Context: an optimization exercise on an open-source flow, tuned for small area. The choices shown serve that exercise and are no tape-out recipe.
Where RTL was checked, it was by simulation tests only, not by an equivalence proof against the original.
No functional check of the RTL was part of runs 2 and 3.
Power figures rest on the tool's default switching activity, not on a simulated workload.

## flow/design.v (module list and top-level ports; edited modules follow where they fit)
// module medidor_potencia_ca: 2713 lines
// module booth_sel: 9 lines
// module csa_fa: 3 lines
// module csa_ha: 3 lines
module medidor_potencia_ca (
  input  logic        clk,
  input  logic        rst,
  input  logic        enable,
  input  logic        sample_valid,
  input  logic [31:0] tensao,
  input  logic [31:0] corrente,
  output logic [63:0] potencia_media,
  output logic [31:0] v_pico,
  output logic [31:0] i_pico,
  output logic [15:0] window_count,
  output logic        result_valid
);
  // ...
==> flow/flow/run.sh <==
#!/bin/bash
# Standard layout, with the port buffers made from the smallest buffer cell and
# a clock tree with larger sink clusters and no dummy loads.
set -euo pipefail
bash standard.sh "BUFFER_PORTS_ARGS=-buffer_cell sky130_fd_sc_hd__buf_1" \
  "CTS_ARGS=-sink_clustering_enable -repair_clock_nets -dont_use_dummy_load -sink_clustering_size 16 -sink_clustering_max_diameter 80 -buf_list sky130_fd_sc_hd__clkbuf_8" \
  finish > flow_make.log 2>&1
==> flow/standard.sh <==
#!/bin/bash
# synth_recipe.tcl (not shown) runs the flow's synth.tcl, then flattens the netlist and writes it again
# the make line also repeats each setting of config.mk as NAME=value (left out here)
make -C /OpenROAD-flow-scripts/flow DESIGN_CONFIG=/design/flow/config.mk WORK_HOME=/design/flow/orfs CLKGATE_MAP_FILE= SYNTH_SCRIPT=/design/flow/synth_recipe.tcl "${@:-finish}"
==> flow/config.mk <==
export PLATFORM = sky130hd
export DESIGN_NAME = medidor_potencia_ca
export DESIGN_NICKNAME = medidor_potencia_ca
export VERILOG_FILES = /design/flow/design.v
export SDC_FILE = /design/flow/constraint.sdc
export NUM_CORES = 4
export LEC_CHECK = 0
export CAP_MARGIN = 0
export CORE_MARGIN = 2
export CORE_UTILIZATION = 40
export SLEW_MARGIN = 0
export SYNTH_HIERARCHICAL = 1
export SYNTH_MINIMUM_KEEP_SIZE = 0
==> flow/constraint.sdc <==
create_clock -name core_clock -period 11.0 [get_ports {clk}]
set_input_delay 2.2000 -clock core_clock [delete_from_list [all_inputs] [get_ports {clk}]]
set_output_delay 2.2000 -clock core_clock [all_outputs]
set_load 0.01 [all_outputs]
==> flow_metrics.env, run 1 <==
export IMPL_status="timing/DRC/antenna clean"
export IMPL_worstMarginPinSlew_ps=1250
export IMPL_gr_usage_met2_pct=39.5
export IMPL_p_clk_mw=0.833
export IMPL_final_cell_count_no_fill=5030
export IMPL_setup_worst_path_end="hold_mean[63]$_DFFE_PP_"
export IMPL_finalSetupTns_ps=0
export IMPL_synth_compound_area_share_pct=14.5
export IMPL_final_clk_cell_share_pct=1.24
export IMPL_buffers=317
export IMPL_critPathBufInv=3
export IMPL_grt_max_degree=71
export IMPL_syn_num_nets=4372
export IMPL_startpoint="enable"
export IMPL_drive_above_1_share_pct=6.29
export IMPL_drt_first_pass_iters=6
export IMPL_synth_edf_count=128
export IMPL_nWellTaps=1276
export IMPL_core_mm2=0.0964
export IMPL_use_met3_pct=4.65
export IMPL_cts_tree="yes"
export IMPL_overflow=0
export IMPL_async_flop_share_pct=0
export IMPL_clk_pin_slew_worst_paths_ps=110
export IMPL_crit_chain="buf_1 > and3_2 > buf_4 > nand2_1 > buf_4 > o22ai_1 > xnor2_1 > fa_1 > fa_1 > fa_1 > fa_1 > fa_1 > ha_1 > nand4_1 > nor3_1 > nand4_1 > nor4b_1 > nor4_1 > o31ai_1 > a21o_1 > a21o_1 > ha_1 > nor2_1 > xnor2_1"
export IMPL_pg_comb_mw=2.32
export IMPL_end_kind="register"
export IMPL_cp_common_cell="fa_1"
export IMPL_cts_buffers=38
==> inputs of run 2 (changes only) <==
--- a/flow/design.v
+++ b/flow/design.v
@@ -2659,18 +2659,21 @@
   assign sum[69] = cp69 ^ pgd13_68;
   assign sum[70] = cp70 ^ pgd12_69;
   assign sum[71] = cp71 ^ pgd13_70;
   assign sum[72] = cp72 ^ pgd10_71;
   assign sum[73] = cp73 ^ pgd13_72;
   logic [31:0] abs_v, abs_i, pv_next, pi_next;
   assign abs_v   = tensao[31]   ? (~tensao + 32'd1)   : tensao;
   assign abs_i   = corrente[31] ? (~corrente + 32'd1) : corrente;
-  assign pv_next = (accept && (first || abs_v > peak_v)) ? abs_v : peak_v;
-  assign pi_next = (accept && (first || abs_i > peak_i)) ? abs_i : peak_i;
+  logic gt_v, gt_i;
+  cmp_gt u_cmp_v (.a(abs_v), .b(peak_v), .gt(gt_v));
+  cmp_gt u_cmp_i (.a(abs_i), .b(peak_i), .gt(gt_i));
+  assign pv_next = (accept && (first || gt_v)) ? abs_v : peak_v;
+  assign pi_next = (accept && (first || gt_i)) ? abs_i : peak_i;
   always_ff @(posedge clk) begin
     if (rst)
       running <= 1'b0;
     else
       running <= enable;
   end
   always_ff @(posedge clk) begin
     if (rst || flush)
@@ -2706,16 +2709,46 @@
   always_ff @(posedge clk) begin
     result_valid   <= fire;
     potencia_media <= ({64{out_load}} & hold_mean) | ({64{out_keep}} & potencia_media);
     v_pico         <= ({32{out_load}} & hold_v)    | ({32{out_keep}} & v_pico);
     i_pico         <= ({32{out_load}} & hold_i)    | ({32{out_keep}} & i_pico);
     window_count   <= ({16{out_load}} & (window_count + 16'd1)) | ({16{out_keep}} & window_count);
   end
 endmodule
+module cmp_gt (
+  input  logic [31:0] a,
+  input  logic [31:0] b,
+  output logic        gt
+);
+  logic [31:0] g0, t0;
+  assign g0 = a & ~b;
+  assign t0 = a | ~b;
+  logic [15:0] g1, t1;
+  logic [7:0]  g2, t2;
+  logic [3:0]  g3, t3;
+  logic [1:0]  g4, t4;
+  for (genvar i = 0; i < 16; i++) begin : l1
+    assign g1[i] = g0[2*i+1] | (t0[2*i+1] & g0[2*i]);
+    assign t1[i] = t0[2*i+1] & t0[2*i];
+  end
+  for (genvar i = 0; i < 8; i++) begin : l2
+    assign g2[i] = g1[2*i+1] | (t1[2*i+1] & g1[2*i]);
+    assign t2[i] = t1[2*i+1] & t1[2*i];
+  end
+  for (genvar i = 0; i < 4; i++) begin : l3
+    assign g3[i] = g2[2*i+1] | (t2[2*i+1] & g2[2*i]);
+    assign t3[i] = t2[2*i+1] & t2[2*i];
+  end
+  for (genvar i = 0; i < 2; i++) begin : l4
+    assign g4[i] = g3[2*i+1] | (t3[2*i+1] & g3[2*i]);
+    assign t4[i] = t3[2*i+1] & t3[2*i];
+  end
+  assign gt = g4[1] | (t4[1] & g4[0]);
+endmodule
 module booth_sel (
   input  logic one_n,
   input  logic two_n,
   input  logic a_n,
   input  logic b_n,
   output logic sel
 );
   assign sel = ~((one_n | a_n) & (two_n | b_n));
==> flow/flow/run.sh (replaced) <==
#!/bin/bash
# Standard layout, with the port buffers made from the smallest buffer cell and
# a clock tree with larger sink clusters and no dummy loads.
set -euo pipefail
bash standard.sh "BUFFER_PORTS_ARGS=-buffer_cell sky130_fd_sc_hd__buf_1" \
  "CTS_ARGS=-sink_clustering_enable -repair_clock_nets -dont_use_dummy_load -sink_clustering_size 24 -sink_clustering_max_diameter 100" \
  finish > flow_make.log 2>&1
==> run 2 against run 1 <==
Effect of this change:
- sequential share of layout area about the same
- clock-buffer cell count shrank 11
- setup slack got worse by 62 ps
- die area shrank 0.68%
- hold slack improved by 9.4 ps
- fmax shrank 0.63%
- synthesized area decreased by 0.69%
- cell area is 0.15% lower
- critical path type unchanged
- highest routed layer unchanged
==> flow_metrics.env, run 2 <==
export IMPL_relSlewSlack_pct=20.7
export IMPL_die_height_um=314
export IMPL_syn_area_per_cell_um2=11.0
export IMPL_netlist_area_leader_share_pct=25.7
export IMPL_ys_types=69
export IMPL_cap_viol_max_count=0
export IMPL_setup_slack_ps=1190
export IMPL_worstMarginPinSlew_ps=1190
export IMPL_yosysMostFrequentCell="xnor2_1"
export IMPL_path_max_fanout=16
export IMPL_rows=113
export IMPL_fin_nets=4524
export IMPL_async_flop_share_pct=0
export IMPL_routed_wl_mm=129
export IMPL_cts_tree="yes"
export IMPL_rsz0062_at_grt="no"
export IMPL_netlist_top_cells_count="608 x xnor2_1, 517 x o22ai_1, 495 x fa_1"
export IMPL_peakVddDrop_mv=0.167
export IMPL_min_delay_path_class="register to register"
export IMPL_path_class="input port to register"
export IMPL_end_kind="register"
export IMPL_placedCellCount=4976
export IMPL_cts_buffer_depth=3
export IMPL_seq_area_frac_synth_pct=25.4
export IMPL_grt_pass1_wl_mm=193
export IMPL_htree_levels=1
export IMPL_drtAntennaViolNets=0
export IMPL_drt_iter0_markers=3516
export IMPL_die_area_mm2=0.0988
export IMPL_clock_tree_root_cell="clkbuf_16"
export IMPL_cp_arrival_ps=10210
export IMPL_via_count=30266
export IMPL_regMostFlops="acc"
export IMPL_ctsResizeCount=0
export IMPL_largest_reg_flops=74
export IMPL_wl_per_cell_um=25.7
export IMPL_drv_slew=0
export IMPL_clk_pin_slew_worst_paths_ps=90
export IMPL_start_util_pct=40.4
export IMPL_synthCells=3518
export IMPL_place_ws_ps=716
export IMPL_layout_common_cells="608 x xnor2_1, 517 x o22ai_1, 495 x fa_1, 297 x dfxtp_1, 221 x ha_1"
export IMPL_finalSetupTns_ps=0
export IMPL_cts_setup_buffers=0
export IMPL_status="timing/DRC/antenna clean"
export IMPL_timing_hold_ws_ps=423
export IMPL_grt_pass1_vias=30390
export IMPL_final_cell_count_no_fill=5008
export IMPL_portBuffers=212
export IMPL_syn_area_mm2=0.0385
export IMPL_crit_path_start_kind="input port"
export IMPL_synth_edf_count=128
export IMPL_overflow=0
export IMPL_fmax_mhz=102
export IMPL_finalSetupViolCount=0
export IMPL_core_mm2=0.0953
export IMPL_cts_hold_buf=0
export IMPL_gp_congestion=0.960
export IMPL_worst_clock_skew_ps=73.0
export IMPL_antenna_found_initial=15
export IMPL_drc=0
export IMPL_power_density_mw_per_mm2=126
export IMPL_die_w_um=314
export IMPL_finalCritPeriodShare_pct=89.2
export IMPL_vias_per_cell=6.04
export IMPL_syn_num_nets=4302
export IMPL_place_hpwl_mm=93.2
export IMPL_synth_largest_area_cell="fa_1"
export IMPL_synth_ff_type="dfxtp_1"
export IMPL_grt_usage_pct=25.7
export IMPL_cts_buffers=27
export IMPL_synth_seq_cells=425
export IMPL_ys_warn_count=9
export IMPL_post_route_min_period_ps=9810
export IMPL_yosys_top_cells_area="fa_1 26%, dfxtp_1 15%, xnor2_1 14%, edfxtp_1 10%, o22ai_1 8.4%"
export IMPL_p_leak_nw=17.4
export IMPL_cp_required_ps=11400
export IMPL_drive_above_1_share_pct=7.09
export IMPL_reg_top3="acc x74, hold_mean x64, potencia_media x64"
export IMPL_drt_first_pass_iters=7
export IMPL_grt_max_degree=70
export IMPL_io_pins=213
export IMPL_clk_latency_ps=650
export IMPL_cts_num_sinks=425
export IMPL_hold_viol=0
export IMPL_final_common_cell="xnor2_1"
export IMPL_synthToLayoutAreaGrowth_pct=9.18
## run 2: cells by family (layout without fill, tap and decap cells)
group / Yosys count / in the layout / synth area share (%)
flip-flops: 425 / 425 / 25.4
AND/OR/NAND/NOR: 516 / 516 / 6.83
buffers and inverters: 282 / 502 / 2.75
multiplexers: 62 / 62 / 1.81
AO/OA/AOI/OAI: 869 / 869 / 15.5
adder cells (fa/ha/maj): 722 / 722 / 33.1
XOR/XNOR: 642 / 642 / 14.6
other: 0 / 5 / 0
## run 2: worst paths after layout
check | from | to | slack, ps | cells past startpoint
max | corrente[9] | hold_mean[45]$_DFFE_PP_ | 1190 | 26
min | hold_i[0]$_DFFE_PP_ | i_pico[0]$_DFF_P_ | 420 | 1
max reg2reg | running$_SDFF_PP0_ | hold_mean[45]$_DFFE_PP_ | 2560 | 25
min reg2reg | hold_i[0]$_DFFE_PP_ | i_pico[0]$_DFF_P_ | 420 | 1
## run 2: modules after synthesis, one instance, submodules excluded
| module | flops+latches | cells inside | area, um^2 |
|---|---|---|---|
| medidor_potencia_ca | 425 | 2175 | 22300 |
| cmp_gt | 0 | 94 | 627 |
| csa_fa | 0 | 1 | 20.0 |
| csa_ha | 0 | 1 | 12.5 |
| booth_sel | 0 | 1 | 6.26 |
## run 2: cell type report
type | count | area, um^2
multi-input combinational | 2811 | 27800
timing repair buffer | 320 | 1630
inverter | 155 | 582
clock buffer | 27 | 676
antenna | 5 | 12.5
fill | 9045 | 53200
sequential | 425 | 9790
tap | 1265 | 1580
## run 2: per-stage QoR
step / cell area, um^2 / util, % / power (mW)
final: 42100 / 44.2 / 5.31
after global routing: 42100 / 44.1 / 5.66
after CTS: 42100 / 44.1 / 5.33
after detailed placement: 41400 / 43.4 / 4.32
after global placement: 41400 / 43.4 / 4.33
after floorplan: 38500 / - / 3.50
## run 2: worst max-delay path, cell delays in order
cell and delay, ps:
buf_1 300, inv_1 130, ha_1 330, nand2_1 870, buf_4 350, o22ai_1 140, xnor2_1 320, ha_1 300
fa_1 500, fa_1 570, fa_1 500, fa_1 590, ha_1 380, nand4_1 150, or2_2 340, nand2b_1 150
a211oi_1 240, buf_4 230, o21bai_1 160, o21ai_0 200, buf_4 180, a21boi_0 230, o311ai_0 410, ha_1 220
nor2_1 50, xnor2_1 130
## run 2: power breakdown
part           internal [mW]  switching (mW)
registers               1.93          0.0636
clock network          0.431           0.538
logic                  0.909            1.44
## run 2: per-layer routing
layer / vias up / wire, um / track usage [%]
met4: 16 / 5590 / 9.73
met3: 344 / 13900 / 6.23
met1: 15134 / 51500 / 34.4
met2: 1716 / 57500 / 40.2
met5: - / 114 / 0
li1: 13056 / - / -
==> inputs of run 3 (changes only) <==
--- a/flow/config.mk
+++ b/flow/config.mk
@@ -9,4 +9,5 @@
 export CORE_MARGIN = 2
 export CORE_UTILIZATION = 40
+export PLACE_DENSITY = 0.75
 export SLEW_MARGIN = 0
 export SYNTH_HIERARCHICAL = 1
==> run 3 against run 2 <==
Effect of this change:
- sequential share of layout area barely moved
- final cell count about the same
- register-to-register slack got worse by 440 ps
- synthesized cell count stayed put
- sequential power is essentially flat
- total power decreased by 4.6%
- fmax shrank 4.9%
- clock-buffer cell count is 3 lower
- highest routed layer unchanged
- core utilization is essentially flat
- hold slack improved by 9.5 ps
- synthesized area stayed put
- via count up 1.1%
==> flow_metrics.env, run 3 <==
export IMPL_status="timing/DRC/antenna clean"
export IMPL_synth_top_family_by_area="adder cells"
export IMPL_largest_reg_flops=74
export IMPL_cap_viol_max_count=0
export IMPL_synth_fa_ha_area_share_pct=33.1
export IMPL_min_delay_path_class="register to register"
export IMPL_yosys_top_cells_area="fa_1 26%, dfxtp_1 15%, xnor2_1 14%, edfxtp_1 10%, o22ai_1 8.4%"
export IMPL_cts_hold_buf=0
export IMPL_cts_setup_buffers=0
export IMPL_cts_num_sinks=425
export IMPL_async_flop_share_pct=0
export IMPL_cts_buffer_depth=3
export IMPL_worstMarginPinSlew_ps=1120
export IMPL_grt_max_degree=74
export IMPL_fmax_mhz=96.9
export IMPL_synthMuxAreaShare_pct=1.81
export IMPL_gp_congestion=1.01
export IMPL_finalSetupTns_ps=0
export IMPL_clk_pin_slew_worst_paths_ps=90
export IMPL_overflow=0
export IMPL_p_leak_nw=17.4
export IMPL_grt_pass1_vias=31108
export IMPL_switchingPower_mw=1.85
export IMPL_finalSetupViolCount=0
export IMPL_cp_required_ps=11330
export IMPL_htree_levels=1
export IMPL_antenna_found_initial=10
export IMPL_io_pins=213
export IMPL_die_height_um=314
export IMPL_p_clk_share_pct=17.9
export IMPL_vias_per_cell=6.11
export IMPL_synthCells=3518
export IMPL_synth_xor_area_share_pct=14.6
export IMPL_finalCritPeriodShare_pct=93.8
export IMPL_netlist_top_cells_count="608 x xnor2_1, 517 x o22ai_1, 495 x fa_1"
export IMPL_drtAntennaViolNets=0
export IMPL_fin_nets=4525
export IMPL_die_area_mm2=0.0988
export IMPL_portBuffers=212
export IMPL_drt_first_pass_iters=10
export IMPL_layout_common_cells="608 x xnor2_1, 517 x o22ai_1, 495 x fa_1, 297 x dfxtp_1, 221 x ha_1"
export IMPL_relSlewSlack_pct=24.9
export IMPL_grt_usage_pct=24.6
export IMPL_grt_pass1_wl_mm=188
export IMPL_cts_buffers=24
export IMPL_post_route_min_period_ps=10320
export IMPL_regMostFlops="acc"
export IMPL_synthSimpleGateAreaFrac_pct=6.83
export IMPL_ys_types=69
export IMPL_yosysMostFrequentCell="xnor2_1"
export IMPL_power_internal_mw=3.21
export IMPL_synthToLayoutAreaGrowth_pct=9.09
export IMPL_rows=113
export IMPL_seq_area_frac_synth_pct=25.4
export IMPL_syn_area_mm2=0.0385
export IMPL_netlist_area_leader_share_pct=25.7
export IMPL_path_max_fanout=31
export IMPL_crit_path_start_kind="input port"
export IMPL_synth_compound_area_share_pct=15.5
export IMPL_clk_latency_ps=620
export IMPL_wl_per_cell_um=24.6
export IMPL_fin_util_pct=44.1
export IMPL_hold_viol=0
export IMPL_worst_clock_skew_ps=52.8
export IMPL_drive_above_1_share_pct=7.06
export IMPL_via_count=30592
export IMPL_power_frac_seq_pct=39.3
export IMPL_ys_warn_count=9
export IMPL_synth_seq_cells=425
export IMPL_cts_tree="yes"
export IMPL_syn_area_per_cell_um2=11.0
export IMPL_final_common_cell="xnor2_1"
export IMPL_rsz0062_at_grt="no"
export IMPL_drv_slew=0
export IMPL_cp_arrival_ps=10650
export IMPL_grt_met1_usage_pct=31.7
export IMPL_peakVddDrop_mv=0.108
export IMPL_drt_iter0_markers=3707
export IMPL_ctsResizeCount=0
export IMPL_synth_edf_count=128
export IMPL_busiest_layer="met2"
export IMPL_synth_largest_area_cell="fa_1"
export IMPL_die_w_um=314
export IMPL_synth_ff_type="dfxtp_1"
export IMPL_start_util_pct=40.4
export IMPL_end_kind="register"
export IMPL_clock_tree_root_cell="clkbuf_16"
export IMPL_core_mm2=0.0953
export IMPL_combPwrFrac_pct=42.8
export IMPL_gr_usage_met2_pct=37.6
export IMPL_routed_wl_mm=123
export IMPL_use_met3_pct=7.43
export IMPL_path_class="input port to register"
export IMPL_place_hpwl_mm=91.0
export IMPL_reg_top3="acc x74, hold_mean x64, potencia_media x64"
export IMPL_syn_num_nets=4302
export IMPL_power_density_mw_per_mm2=121
export IMPL_drc=0
export IMPL_swShare_pct=36.6
[run 3: cell counts after synthesis]
Identical to the previous run, type by type.
[run 3: cell type report]
class	count	area (um^2)
antenna	3	7.51
clock buffer	24	601
fill	8886	53300
inverter	155	582
multi-input combinational	2811	27800
sequential	425	9790
tap	1265	1580
timing repair buffer	324	1660
[run 3: path summary, 6_finish.rpt]
path	from	endpoint	slack, ps	cells after the start
min reg2reg	res1$_SDFF_PP0_	res2$_SDFF_PP0_	430	1
max	enable	hold_mean[33]$_DFFE_PP_	680	25
min	res1$_SDFF_PP0_	res2$_SDFF_PP0_	430	1
max reg2reg	running$_SDFF_PP0_	hold_mean[33]$_DFFE_PP_	2120	24
[run 3: power groups by stage]
stage / sequential (mW) / combinational [mW] / clock (mW)
6_report: 1.99 / 2.17 / 0.906
3_5_place_dp: 2.03 / 2.11 / 0
3_3_place_gp: 2.02 / 2.09 / 0
5_1_grt: 2.01 / 2.40 / 0.985
2_1_floorplan: 2.00 / 1.49 / 0
4_1_cts: 1.99 / 2.15 / 0.937
[run 3: kinds of logic (layout without fill, tap and decap cells)]
logic type | after synthesis | count (layout)
AND/OR/NAND/NOR | 516 | 516
AO/OA/AOI/OAI | 869 | 869
XOR/XNOR | 642 | 642
multiplexers | 62 | 62
adder cells (fa/ha/maj) | 722 | 722
other | 0 | 3
buffers and inverters | 282 | 503
flip-flops | 425 | 425
[run 3: modules after synthesis, one instance, submodules excluded]
module / area [um^2] / flip-flops and latches
cmp_gt: 627 / 0
csa_ha: 12.5 / 0
csa_fa: 20.0 / 0
booth_sel: 6.26 / 0
medidor_potencia_ca: 22300 / 425
[run 3: metal layers]
metal / vias up / wire length (um)
li1: 13061 / -
met1: 15019 / 46300
met2: 2011 / 54100
met3: 483 / 15500
met4: 18 / 7050
met5: - / 129
[run 3: through the flow]
stage | std cells | hold slack (ps) | total power, mW | worst slack (ps) | instance area [um^2]
5_1_grt | 5004 | 442 | 5.40 | 362 | 42000
3_5_place_dp | 4980 | 413 | 4.14 | 228 | 41400
4_1_cts | 5004 | 419 | 5.08 | 832 | 42000
2_1_floorplan | 3518 | 406 | 3.50 | 964 | 38500
6_report | 5007 | 433 | 5.07 | 683 | 42000
3_3_place_gp | 4980 | 411 | 4.11 | 414 | 41400
[run 3: worst max-delay path, cell delays in order]
cell      delay [ps]
buf_1            150
and3_2           750
nand2_1          660
o22ai_1          410
xnor2_1          120
ha_1             310
fa_1             500
fa_1             440
fa_1             460
fa_1             510
fa_1             430
ha_1             380
nand4_1          130
or2_2            320
nand2b_1         210
a211oi_1         510
buf_4            260
o21bai_1         310
buf_4            280
o21ai_0          510
a21o_1           230
a31o_2           160
ha_1             150
nor2_1            60
xnor2_1          130

-- separate check: timing with driven ports --
The results above use ideal ports. As a check the final layouts listed here were re-extracted and re-timed, cells and wires unchanged. Step 1: set_driving_cell puts a clkbuf_16 on clk and a buf_2 on each other input, an assumption about the parent block. Step 2 adds t to the input delays and takes it off the output delays; t is the mean of the earliest and latest rising clock arrival at the registers after step 1. Input paths then give back, and output paths get back, about the clock's delay inside the block. a / b / c = ideal / step 1 / step 2; a / b = the first two.
| run | t (ns) | slack for setup (ns) | worst setup path after step 2 |
|---|---|---|---|
| run 1 | 0.699 | 1.254 / 1.290 / 0.592 | input to register |
| run 2 | 0.683 | 1.192 / 1.186 / 0.503 | input to register |
| run 3 | 0.657 | 0.683 / 0.692 / 0.035 | input to register |
After both steps setup and hold are still met in every run listed. For run 2, which loses most, drivers alone change the setup slack by -0.006 ns; drivers and shift together by -0.689 ns.
